What follows belongs to an exercise in optimizing a design on an open flow for small area; a production flow would make more cautious choices.
The RTL was checked by simulation tests, not by an equivalence proof against the original design.
Power figures rest on the tool's default switching activity, not on a simulated workload. The clock port is modelled as an ideal driver; clocking choices that lean on that would not hold on a real chip.

==> inputs of run a <==
==> flow/design.v <==
package dcache_pkg;
  typedef logic [31:0] word_t;
  typedef enum logic [2:0] {IDLE, WB, FETCH, FLUSH, HITCNT, FLUSHED, TAGW} dcache_state_t;
endpackage
module lru_rank_set (
  input  logic       CLK,
  input  logic       upd,
  input  logic [5:0] d,
  output logic [5:0] pairs
);
  always_ff @(posedge CLK) if (upd) pairs <= d;
endmodule
module dcache_assoc #(
  parameter int    CPUID       = 0,
  parameter int    NSETS       = 8,
  parameter int    NWAYS       = 4,
  parameter int    BLKWORDS    = 2,
  parameter logic [31:0] HITCNT_ADDR = 32'h3100
) (
  input  logic  CLK,
  input  logic  nRST,
  input  logic  halt,
  input  logic  dmemREN,
  input  logic  dmemWEN,
  input  logic [31:0] dmemaddr,
  input  logic [31:0] dmemstore,
  output logic  dhit,
  output logic [31:0] dmemload,
  output logic  flushed,
  output logic  dREN,
  output logic  dWEN,
  output logic [31:0] daddr,
  output logic [31:0] dstore,
  input  logic  dwait,
  input  logic [31:0] dload
);
  if (NSETS != 8 || NWAYS != 4 || BLKWORDS != 2 || CPUID < 0 || HITCNT_ADDR[5:0] != 6'd0)
  begin : g_bad_cfg
    $error("dcache_assoc: unsupported configuration");
  end
  dcache_pkg::dcache_state_t state_q;
  logic       wcnt_q;             
  logic [4:0] cnt_q;              
  dcache_pkg::word_t hitcnt;
  logic [3:0][7:0] vring;         
  logic [3:0]      dirty [8];     
  logic [25:0]     tring [4][8];   
  dcache_pkg::word_t data [64];     
  logic [7:0][5:0] lru;
  logic [25:0] rtag;
  logic [2:0]  ridx;
  logic        rblk;
  logic        req, idle, fetch, wb, flush, hcst, tagw;
  logic [2:0]  phase, tplace;
  logic        aligned, tag_we;
  logic [2:0]  a_set;
  logic [1:0]  a_way, hway, vic;
  logic        a_word;
  logic [3:0]  hv, sv, sd;
  logic [25:0] st [4];
  logic [5:0]  sl;
  logic        hit, miss, vic_dirty, line_dirty;
  logic        fill_we, fill_done, hit_wr, dhit_c, xfer_last;
  logic [25:0] a_tag;
  dcache_pkg::word_t rdata, wdata;
  assign rtag  = dmemaddr[31:6];
  assign ridx  = dmemaddr[5:3];
  assign rblk  = dmemaddr[2];
  assign req   = dmemREN | dmemWEN;
  assign idle  = state_q == dcache_pkg::IDLE;
  assign wb    = state_q == dcache_pkg::WB;
  assign fetch = state_q == dcache_pkg::FETCH;
  assign flush = state_q == dcache_pkg::FLUSH;
  assign hcst  = state_q == dcache_pkg::HITCNT;
  assign tagw  = state_q == dcache_pkg::TAGW;
  assign a_set  = (flush | hcst) ? cnt_q[4:2] : ridx;
  assign a_way  = idle ? hway : cnt_q[1:0];
  assign a_word = idle ? rblk : wcnt_q;
  assign tplace = a_set + phase;
  assign sd = dirty[a_set];
  assign sl = lru[a_set];
  logic [7:0]  set_oh, tplace_oh;
  logic [3:0]  way_oh;
  logic [15:0] sw_oh;
  logic [31:0] line_oh;
  logic [63:0] word_oh;
  assign set_oh    = hcst ? 8'd0 : 8'd1 << a_set;
  assign tplace_oh = hcst ? 8'd0 : 8'd1 << tplace;
  always_comb for (int w = 0; w < 4; w++) sv[w] = |(vring[w] & tplace_oh);
  assign way_oh = idle ? hv : 4'd1 << cnt_q[1:0];
  always_comb begin
    for (int i = 0; i < 16; i++) sw_oh[i] = set_oh[i / 2] & (a_word == 1'(i % 2));
    for (int l = 0; l < 32; l++) line_oh[l] = set_oh[l / 4] & way_oh[l % 4];
    for (int i = 0; i < 64; i++) word_oh[i] = line_oh[i / 2] & (a_word == 1'(i % 2));
  end
  for (genvar w = 0; w < 4; w++) begin : g_tsel
    for (genvar b = 0; b < 26; b++) begin : g_bit
      logic [7:0] tb;
      for (genvar k = 0; k < 8; k++) begin : g_t
        assign tb[k] = tring[w][k][b];
      end
      dc_sel8 u_s (.d(tb), .s(tplace_oh), .y(st[w][b]));
    end
  end
  always_comb begin
    for (int w = 0; w < 4; w++) hv[w] = sv[w] && st[w] == rtag;
    hit  = |hv;
    hway = {hv[3] | hv[2], hv[3] | hv[1]};
  end
  always_comb begin
    if (!sv[3]) vic = {sv[1], (sv[0] & ~sv[1]) | sv[2]};
    else if (!sl[0] && !sl[1] && !sl[2]) vic = 2'd0;
    else if ( sl[0] && !sl[3] && !sl[4]) vic = 2'd1;
    else if ( sl[1] &&  sl[3] && !sl[5]) vic = 2'd2;
    else                                 vic = 2'd3;
  end
  assign vic_dirty  = sd[vic] & sv[vic];
  assign line_dirty = sd[a_way] & sv[a_way];
  assign dhit_c    = idle & req & hit & ~halt;
  assign miss      = idle & req & ~hit & ~halt;
  assign hit_wr    = dhit_c & dmemWEN;
  assign fill_we   = fetch & ~dwait;
  assign fill_done = fill_we & wcnt_q;
  assign xfer_last = ~dwait & wcnt_q;
  for (genvar b = 0; b < 32; b++) begin : g_rd
    logic [7:0] h;
    for (genvar w = 0; w < 4; w++) begin : g_w
      logic [15:0] db;
      for (genvar i = 0; i < 16; i++) begin : g_d
        assign db[i] = data[(i / 2) * 8 + w * 2 + i % 2][b];
      end
      dc_sel16 u_s (.d(db), .s(sw_oh), .y(h[2 * w +: 2]));
    end
    dc_sel9 u_w (.d({hitcnt[b], h}),
                 .s({hcst, {2{way_oh[3]}}, {2{way_oh[2]}}, {2{way_oh[1]}}, {2{way_oh[0]}}}),
                 .y(rdata[b]));
  end
  assign a_tag = st[a_way];
  logic [63:0][1:0] word_we;
  for (genvar i = 0; i < 64; i++) begin : g_we
    for (genvar h = 0; h < 2; h++) begin : g_h
      dc_and2 u_we (.a(hit_wr | fill_we), .b(word_oh[i]), .y(word_we[i][h]));
    end
  end
  assign wdata = fetch ? dload : dmemstore;
  always_ff @(posedge CLK) begin
    for (int i = 0; i < 64; i++)
      for (int h = 0; h < 2; h++)
        if (word_we[i][h]) data[i][16 * h +: 16] <= wdata[16 * h +: 16];
    if (hit_wr | fill_done) dirty[a_set][a_way] <= hit_wr;
  end
  assign aligned = tplace == 3'd7;
  assign tag_we  = aligned & (fill_done | tagw);
  always_ff @(posedge CLK)
    for (int w = 0; w < 4; w++) begin
      for (int p = 1; p < 8; p++) tring[w][p] <= tring[w][p - 1];
      tring[w][0] <= (tag_we && cnt_q[1:0] == 2'(w)) ? rtag : tring[w][7];
    end
  logic [5:0] lru_n;
  always_comb begin
    case (hway)
      2'd0:    lru_n = {sl[5], sl[4], sl[3], 3'b111};
      2'd1:    lru_n = {sl[5], 2'b11, sl[2], sl[1], 1'b0};
      2'd2:    lru_n = {1'b1, sl[4], 1'b0, sl[2], 1'b0, sl[0]};
      default: lru_n = {2'b00, sl[3], 1'b0, sl[1], sl[0]};
    endcase
  end
  for (genvar s = 0; s < 8; s++) begin : g_lru
    lru_rank_set u_lru (
      .CLK  (CLK),
      .upd  (dhit_c && set_oh[s]),
      .d    (lru_n),
      .pairs(lru[s])
    );
  end
  always_ff @(posedge CLK) begin
    if (idle) cnt_q <= halt ? 5'd0 : {3'd0, vic};
    else if (flush && (!line_dirty || xfer_last)) cnt_q <= cnt_q + 5'd1;
  end
  always_ff @(posedge CLK, negedge nRST) begin
    if (!nRST) begin
      state_q <= dcache_pkg::IDLE;
      wcnt_q  <= 1'b0;
      hitcnt  <= '0;
      vring   <= '0;
      phase   <= '0;
    end else begin
      phase <= phase + 3'd1;
      if (dhit_c && hitcnt != '1) hitcnt <= hitcnt + 32'd1;
      for (int w = 0; w < 4; w++)
        vring[w] <= {vring[w][6:0], vring[w][7] | (tag_we && cnt_q[1:0] == 2'(w))};
      case (state_q)
        dcache_pkg::IDLE: begin
          if (halt)      state_q <= dcache_pkg::FLUSH;
          else if (miss) state_q <= vic_dirty ? dcache_pkg::WB : dcache_pkg::FETCH;
        end
        dcache_pkg::WB: begin
          if (!dwait) wcnt_q <= ~wcnt_q;
          if (xfer_last) state_q <= dcache_pkg::FETCH;
        end
        dcache_pkg::FETCH: begin
          if (!dwait) wcnt_q <= ~wcnt_q;
          if (xfer_last) state_q <= aligned ? dcache_pkg::IDLE : dcache_pkg::TAGW;
        end
        dcache_pkg::TAGW: if (aligned) state_q <= dcache_pkg::IDLE;
        dcache_pkg::FLUSH: begin
          if (line_dirty && !dwait) wcnt_q <= ~wcnt_q;
          if ((!line_dirty || xfer_last) && cnt_q == 5'd31) state_q <= dcache_pkg::HITCNT;
        end
        dcache_pkg::HITCNT: if (!dwait) state_q <= dcache_pkg::FLUSHED;
        dcache_pkg::FLUSHED: ;
        default: state_q <= dcache_pkg::IDLE;
      endcase
    end
  end
  assign dhit     = dhit_c;
  assign dmemload = rdata;
  assign flushed  = state_q == dcache_pkg::FLUSHED;
  assign dREN     = fetch;
  assign dWEN     = wb | hcst | (flush & line_dirty);
  assign daddr    = fetch ? {rtag, ridx, wcnt_q, 2'b00}
                  :         {a_tag | (hcst ? HITCNT_ADDR[31:6] : 26'd0), a_set, wcnt_q, 2'b00};
  assign dstore   = rdata;
endmodule
module dc_sel8 (input logic [7:0] d, input logic [7:0] s, output logic y);
  logic [3:0] l;
  dc_aoi222 u_a0 (.a(d[0]), .b(s[0]), .c(d[1]), .d(s[1]), .e(d[2]), .f(s[2]), .y(l[0]));
  dc_aoi222 u_a1 (.a(d[3]), .b(s[3]), .c(d[4]), .d(s[4]), .e(d[5]), .f(s[5]), .y(l[1]));
  dc_nand2  u_n0 (.a(d[6]), .b(s[6]), .y(l[2]));
  dc_nand2  u_n1 (.a(d[7]), .b(s[7]), .y(l[3]));
  dc_nand4  u_o  (.a(l[0]), .b(l[1]), .c(l[2]), .d(l[3]), .y(y));
endmodule
module dc_sel9 (input logic [8:0] d, input logic [8:0] s, output logic y);
  logic [2:0] l;
  for (genvar k = 0; k < 3; k++) begin : g_a
    dc_aoi222 u_a (.a(d[3 * k]),     .b(s[3 * k]),
                   .c(d[3 * k + 1]), .d(s[3 * k + 1]),
                   .e(d[3 * k + 2]), .f(s[3 * k + 2]), .y(l[k]));
  end
  dc_nand3 u_o (.a(l[0]), .b(l[1]), .c(l[2]), .y(y));
endmodule
module dc_sel16 (input logic [15:0] d, input logic [15:0] s, output logic [1:0] y);
  logic [5:0] l;
  for (genvar k = 0; k < 5; k++) begin : g_a
    dc_aoi222 u_a (.a(d[3 * k]),     .b(s[3 * k]),
                   .c(d[3 * k + 1]), .d(s[3 * k + 1]),
                   .e(d[3 * k + 2]), .f(s[3 * k + 2]), .y(l[k]));
  end
  dc_nand2 u_n (.a(d[15]), .b(s[15]), .y(l[5]));
  dc_nand3 u_h0 (.a(l[0]), .b(l[1]), .c(l[2]), .y(y[0]));
  dc_nand3 u_h1 (.a(l[3]), .b(l[4]), .c(l[5]), .y(y[1]));
endmodule
module dc_aoi222 (input logic a, b, c, d, e, f, output logic y);
  assign y = ~((a & b) | (c & d) | (e & f));
endmodule
module dc_nand2 (input logic a, b, output logic y);
  assign y = ~(a & b);
endmodule
module dc_nand3 (input logic a, b, c, output logic y);
  assign y = ~(a & b & c);
endmodule
module dc_nand4 (input logic a, b, c, d, output logic y);
  assign y = ~(a & b & c & d);
endmodule
module dc_and2 (input logic a, b, output logic y);
  assign y = a & b;
endmodule
module dcache_top (
  input  logic        CLK,
  input  logic        nRST,
  input  logic        halt,
  input  logic        dmemREN,
  input  logic        dmemWEN,
  input  logic [31:0] dmemaddr,
  input  logic [31:0] dmemstore,
  output logic        dhit,
  output logic [31:0] dmemload,
  output logic        flushed,
  output logic        dREN,
  output logic        dWEN,
  output logic [31:0] daddr,
  output logic [31:0] dstore,
  input  logic        dwait,
  input  logic [31:0] dload
);
  dcache_assoc #(
    .CPUID      (0),
    .NSETS      (8),
    .NWAYS      (4),
    .BLKWORDS   (2),
    .HITCNT_ADDR(32'h3100)
  ) u_dcache (
    .CLK      (CLK),
    .nRST     (nRST),
    .halt     (halt),
    .dmemREN  (dmemREN),
    .dmemWEN  (dmemWEN),
    .dmemaddr (dmemaddr),
    .dmemstore(dmemstore),
    .dhit     (dhit),
    .dmemload (dmemload),
    .flushed  (flushed),
    .dREN     (dREN),
    .dWEN     (dWEN),
    .daddr    (daddr),
    .dstore   (dstore),
    .dwait    (dwait),
    .dload    (dload)
  );
endmodule
==> flow/flow/run.sh <==
#!/bin/bash
# Layout flow: the standard flow (standard.sh, ORFS from synthesis to the
# final layout) with two changes to how buffers are chosen:
#  - clock tree: clusters of up to 30 flip-flops within 100 um per leaf
#    buffer, clkbuf_16 buffers only, and no dummy loads;
#  - port buffers: buf_1 cells (every input and output port still gets one).
# The full output of the flow goes to flow.log in this folder; ORFS keeps each
# step's own log under orfs/logs/.
set -euo pipefail
cd "$(dirname "$0")/.."
export CTS_ARGS="-sink_clustering_enable -repair_clock_nets -sink_clustering_size 30 -sink_clustering_max_diameter 100 -buf_list sky130_fd_sc_hd__clkbuf_16 -dont_use_dummy_load"
export BUFFER_PORTS_ARGS="-buffer_cell sky130_fd_sc_hd__buf_1"
bash standard.sh finish > flow.log 2>&1
==> flow/standard.sh <==
#!/bin/bash
# synth_recipe.tcl (not shown) runs the flow's synth.tcl, then flattens the netlist and writes it again
# the make line also repeats each setting of config.mk as NAME=value (left out here)
make -C /OpenROAD-flow-scripts/flow DESIGN_CONFIG=/design/flow/config.mk WORK_HOME=/design/flow/orfs CLKGATE_MAP_FILE= SYNTH_SCRIPT=/design/flow/synth_recipe.tcl "${@:-finish}"
==> flow/config.mk <==
export PLATFORM = sky130hd
export DESIGN_NAME = dcache_top
export DESIGN_NICKNAME = dcache_top
export VERILOG_FILES = /design/flow/design.v
export SDC_FILE = /design/flow/constraint.sdc
export NUM_CORES = 4
export LEC_CHECK = 0
export CAP_MARGIN = 10
export CORE_MARGIN = 2
export CORE_UTILIZATION = 65
export PLACE_DENSITY = 0.75
export SETUP_SLACK_MARGIN = 0.2
export SLEW_MARGIN = 10
export SYNTH_HIERARCHICAL = 1
==> flow/constraint.sdc <==
create_clock -name core_clock -period 14.0 [get_ports {CLK}]
set_input_delay 2.8000 -clock core_clock [delete_from_list [all_inputs] [get_ports {CLK}]]
set_output_delay 2.8000 -clock core_clock [all_outputs]
set_load 0.01 [all_outputs]
==> inputs of run b, as changes to run a <==
--- a/flow/design.v
+++ b/flow/design.v
@@ -42,7 +42,7 @@
   logic       wcnt_q;             
   logic [4:0] cnt_q;              
   dcache_pkg::word_t hitcnt;
-  logic [3:0][7:0] vring;         
+  logic [7:0][3:0] valid;         
   logic [3:0]      dirty [8];     
   logic [25:0]     tring [4][8];   
   dcache_pkg::word_t data [64];     
@@ -77,6 +77,7 @@
   assign a_way  = idle ? hway : cnt_q[1:0];
   assign a_word = idle ? rblk : wcnt_q;
   assign tplace = a_set + phase;
+  assign sv = valid[a_set];
   assign sd = dirty[a_set];
   assign sl = lru[a_set];
   logic [7:0]  set_oh, tplace_oh;
@@ -86,7 +87,6 @@
   logic [63:0] word_oh;
   assign set_oh    = hcst ? 8'd0 : 8'd1 << a_set;
   assign tplace_oh = hcst ? 8'd0 : 8'd1 << tplace;
-  always_comb for (int w = 0; w < 4; w++) sv[w] = |(vring[w] & tplace_oh);
   assign way_oh = idle ? hv : 4'd1 << cnt_q[1:0];
   always_comb begin
     for (int i = 0; i < 16; i++) sw_oh[i] = set_oh[i / 2] & (a_word == 1'(i % 2));
@@ -136,17 +136,10 @@
                  .y(rdata[b]));
   end
   assign a_tag = st[a_way];
-  logic [63:0][1:0] word_we;
-  for (genvar i = 0; i < 64; i++) begin : g_we
-    for (genvar h = 0; h < 2; h++) begin : g_h
-      dc_and2 u_we (.a(hit_wr | fill_we), .b(word_oh[i]), .y(word_we[i][h]));
-    end
-  end
   assign wdata = fetch ? dload : dmemstore;
   always_ff @(posedge CLK) begin
     for (int i = 0; i < 64; i++)
-      for (int h = 0; h < 2; h++)
-        if (word_we[i][h]) data[i][16 * h +: 16] <= wdata[16 * h +: 16];
+      if ((hit_wr | fill_we) && word_oh[i]) data[i] <= wdata;
     if (hit_wr | fill_done) dirty[a_set][a_way] <= hit_wr;
   end
   assign aligned = tplace == 3'd7;
@@ -182,13 +175,12 @@
       state_q <= dcache_pkg::IDLE;
       wcnt_q  <= 1'b0;
       hitcnt  <= '0;
-      vring   <= '0;
+      valid   <= '0;
       phase   <= '0;
     end else begin
       phase <= phase + 3'd1;
       if (dhit_c && hitcnt != '1) hitcnt <= hitcnt + 32'd1;
-      for (int w = 0; w < 4; w++)
-        vring[w] <= {vring[w][6:0], vring[w][7] | (tag_we && cnt_q[1:0] == 2'(w))};
+      if (tag_we) valid[a_set][a_way] <= 1'b1;
       case (state_q)
         dcache_pkg::IDLE: begin
           if (halt)      state_q <= dcache_pkg::FLUSH;
@@ -262,9 +254,6 @@
 module dc_nand4 (input logic a, b, c, d, output logic y);
   assign y = ~(a & b & c & d);
 endmodule
-module dc_and2 (input logic a, b, output logic y);
-  assign y = a & b;
-endmodule
 module dcache_top (
   input  logic        CLK,
   input  logic        nRST,
CAP_MARGIN = 20   (was 10)
CORE_UTILIZATION = 55   (was 65)
PLACE_DENSITY = 0.65   (was 0.75)
SLEW_MARGIN = 20   (was 10)
==> inputs of run c, as changes to run a <==
--- a/flow/design.v
+++ b/flow/design.v
@@ -1,6 +1,6 @@
 package dcache_pkg;
   typedef logic [31:0] word_t;
-  typedef enum logic [2:0] {IDLE, WB, FETCH, FLUSH, HITCNT, FLUSHED, TAGW} dcache_state_t;
+  typedef enum logic [2:0] {IDLE, WB, FETCH, FLUSH, HITCNT, FLUSHED} dcache_state_t;
 endpackage
 module lru_rank_set (
   input  logic       CLK,
@@ -42,17 +42,15 @@
   logic       wcnt_q;             
   logic [4:0] cnt_q;              
   dcache_pkg::word_t hitcnt;
-  logic [3:0][7:0] vring;         
+  logic [7:0][3:0] valid;         
   logic [3:0]      dirty [8];     
-  logic [25:0]     tring [4][8];   
+  logic [25:0]     tags  [32];      
   dcache_pkg::word_t data [64];     
   logic [7:0][5:0] lru;
   logic [25:0] rtag;
   logic [2:0]  ridx;
   logic        rblk;
-  logic        req, idle, fetch, wb, flush, hcst, tagw;
-  logic [2:0]  phase, tplace;
-  logic        aligned, tag_we;
+  logic        req, idle, fetch, wb, flush, hcst;
   logic [2:0]  a_set;
   logic [1:0]  a_way, hway, vic;
   logic        a_word;
@@ -72,21 +70,18 @@
   assign fetch = state_q == dcache_pkg::FETCH;
   assign flush = state_q == dcache_pkg::FLUSH;
   assign hcst  = state_q == dcache_pkg::HITCNT;
-  assign tagw  = state_q == dcache_pkg::TAGW;
   assign a_set  = (flush | hcst) ? cnt_q[4:2] : ridx;
   assign a_way  = idle ? hway : cnt_q[1:0];
   assign a_word = idle ? rblk : wcnt_q;
-  assign tplace = a_set + phase;
+  assign sv = valid[a_set];
   assign sd = dirty[a_set];
   assign sl = lru[a_set];
-  logic [7:0]  set_oh, tplace_oh;
+  logic [7:0]  set_oh;
   logic [3:0]  way_oh;
   logic [15:0] sw_oh;
   logic [31:0] line_oh;
   logic [63:0] word_oh;
-  assign set_oh    = hcst ? 8'd0 : 8'd1 << a_set;
-  assign tplace_oh = hcst ? 8'd0 : 8'd1 << tplace;
-  always_comb for (int w = 0; w < 4; w++) sv[w] = |(vring[w] & tplace_oh);
+  assign set_oh = hcst ? 8'd0 : 8'd1 << a_set;
   assign way_oh = idle ? hv : 4'd1 << cnt_q[1:0];
   always_comb begin
     for (int i = 0; i < 16; i++) sw_oh[i] = set_oh[i / 2] & (a_word == 1'(i % 2));
@@ -97,9 +92,9 @@
     for (genvar b = 0; b < 26; b++) begin : g_bit
       logic [7:0] tb;
       for (genvar k = 0; k < 8; k++) begin : g_t
-        assign tb[k] = tring[w][k][b];
+        assign tb[k] = tags[4 * k + w][b];
       end
-      dc_sel8 u_s (.d(tb), .s(tplace_oh), .y(st[w][b]));
+      dc_sel8 u_s (.d(tb), .s(set_oh), .y(st[w][b]));
     end
   end
   always_comb begin
@@ -136,26 +131,14 @@
                  .y(rdata[b]));
   end
   assign a_tag = st[a_way];
-  logic [63:0][1:0] word_we;
-  for (genvar i = 0; i < 64; i++) begin : g_we
-    for (genvar h = 0; h < 2; h++) begin : g_h
-      dc_and2 u_we (.a(hit_wr | fill_we), .b(word_oh[i]), .y(word_we[i][h]));
-    end
-  end
   assign wdata = fetch ? dload : dmemstore;
   always_ff @(posedge CLK) begin
     for (int i = 0; i < 64; i++)
-      for (int h = 0; h < 2; h++)
-        if (word_we[i][h]) data[i][16 * h +: 16] <= wdata[16 * h +: 16];
+      if ((hit_wr | fill_we) && word_oh[i]) data[i] <= wdata;
+    for (int l = 0; l < 32; l++)
+      if (fill_done && line_oh[l]) tags[l] <= rtag;
     if (hit_wr | fill_done) dirty[a_set][a_way] <= hit_wr;
   end
-  assign aligned = tplace == 3'd7;
-  assign tag_we  = aligned & (fill_done | tagw);
-  always_ff @(posedge CLK)
-    for (int w = 0; w < 4; w++) begin
-      for (int p = 1; p < 8; p++) tring[w][p] <= tring[w][p - 1];
-      tring[w][0] <= (tag_we && cnt_q[1:0] == 2'(w)) ? rtag : tring[w][7];
-    end
   logic [5:0] lru_n;
   always_comb begin
     case (hway)
@@ -182,13 +165,10 @@
       state_q <= dcache_pkg::IDLE;
       wcnt_q  <= 1'b0;
       hitcnt  <= '0;
-      vring   <= '0;
-      phase   <= '0;
+      valid   <= '0;
     end else begin
-      phase <= phase + 3'd1;
       if (dhit_c && hitcnt != '1) hitcnt <= hitcnt + 32'd1;
-      for (int w = 0; w < 4; w++)
-        vring[w] <= {vring[w][6:0], vring[w][7] | (tag_we && cnt_q[1:0] == 2'(w))};
+      if (fill_done) valid[a_set][a_way] <= 1'b1;
       case (state_q)
         dcache_pkg::IDLE: begin
           if (halt)      state_q <= dcache_pkg::FLUSH;
@@ -200,9 +180,8 @@
         end
         dcache_pkg::FETCH: begin
           if (!dwait) wcnt_q <= ~wcnt_q;
-          if (xfer_last) state_q <= aligned ? dcache_pkg::IDLE : dcache_pkg::TAGW;
-        end
-        dcache_pkg::TAGW: if (aligned) state_q <= dcache_pkg::IDLE;
+          if (xfer_last) state_q <= dcache_pkg::IDLE;
+        end
         dcache_pkg::FLUSH: begin
           if (line_dirty && !dwait) wcnt_q <= ~wcnt_q;
           if ((!line_dirty || xfer_last) && cnt_q == 5'd31) state_q <= dcache_pkg::HITCNT;
@@ -261,9 +240,6 @@
 endmodule
 module dc_nand4 (input logic a, b, c, d, output logic y);
   assign y = ~(a & b & c & d);
-endmodule
-module dc_and2 (input logic a, b, output logic y);
-  assign y = a & b;
 endmodule
 module dcache_top (
   input  logic        CLK,
CAP_MARGIN = 20   (was 10)
CORE_UTILIZATION = 55   (was 65)
PLACE_DENSITY = 0.65   (was 0.75)
SLEW_MARGIN = 20   (was 10)
==> flow_summary.rst <==
.. list-table::
   :header-rows: 1

   * - Metric
     - Value
   * - Result of the run
     - complete, no violations
   * - Final clock period utilization by the worst path
     - 97.2%
   * - Detailed-route vias per instance
     - 6.98
   * - Netlist cell types
     - roughly 80
   * - Xor/xnor cell area share of the yosys netlist
     - roughly 1.2%
   * - Async set or reset register ratio after synthesis
     - 2.34%
   * - Clk cell area share
     - 2.53%
   * - Sequential group power
     - 10700 µW
   * - Int Power
     - around 14000 µW
   * - Top post-synthesis cells by count
     - sky130_fd_sc_hd__edfxtp_1, sky130_fd_sc_hd__a222oi_1, sky130_fd_sc_hd__dfxtp_1
The numbers above come from run b.

==> flow_summary.rst <==
.. list-table::
   :header-rows: 1

   * - Metric
     - Value
   * - Xor/xnor cell area share of the yosys netlist
     - 1.12%
   * - Clk cell area share
     - 2.34%
   * - Int Power
     - 11600 µW
   * - Result of the run
     - complete, no violations
   * - Detailed-route vias per instance
     - approximately 7.0
   * - Sequential group power
     - approximately 10000 µW
   * - Top post-synthesis cells by count
     - sky130_fd_sc_hd__edfxtp_1, sky130_fd_sc_hd__a222oi_1, sky130_fd_sc_hd__nand2_1
   * - Async set or reset register ratio after synthesis
     - under 10%
   * - Rows
     - 164
   * - Final clock period utilization by the worst path
     - 94.1%
   * - Netlist cell types
     - 86
The numbers above come from run c.

==> flow_summary.rst <==
.. list-table::
   :header-rows: 1

   * - Metric
     - Value
   * - Result of the run
     - complete, no violations
   * - Xor/xnor cell area share of the yosys netlist
     - 1.17%
   * - Async set or reset register ratio after synthesis
     - 2.34%
   * - Netlist cell types
     - 85
   * - Top post-synthesis cells by count
     - sky130_fd_sc_hd__edfxtp_1, sky130_fd_sc_hd__a222oi_1, sky130_fd_sc_hd__dfxtp_1
The numbers above come from run a.

[re-timing with driven ports]
How much do the figures lean on ideal ports? The routed layouts below were timed once more, with nothing changed but the port constraints.
Step 1: set_driving_cell puts a clkbuf_16 on CLK and a buf_2 on each other input, an assumption about the parent block.
Step 2, shift: input delay + t, output delay - t, t = (earliest + latest rising clock arrival at the registers) / 2. This alone moves slack from input paths to output paths.
a / b / c = no drivers / after step 1 / after step 2; a / b = the first two.
| run | shift t [ns] | setup WS [ns] | latest minus earliest clock arrival (ns) | worst data-port slew with drivers (ns) |
|---|---|---|---|---|
| run a | 0.840 | 0.475 / 0.446 / 0.446 | 0.064 / 0.063 | 0.07 |
| run b | 0.873 | 0.396 / 0.361 / 0.361 | 0.080 / 0.080 | 0.08 |
| run c | 0.873 | 0.828 / 0.736 / 0.870 | 0.100 / 0.099 | 0.12 |
After both steps setup and hold are still met in every run listed. For run b, which loses most, drivers alone change the setup slack by -0.035 ns; drivers and shift together by -0.035 ns.
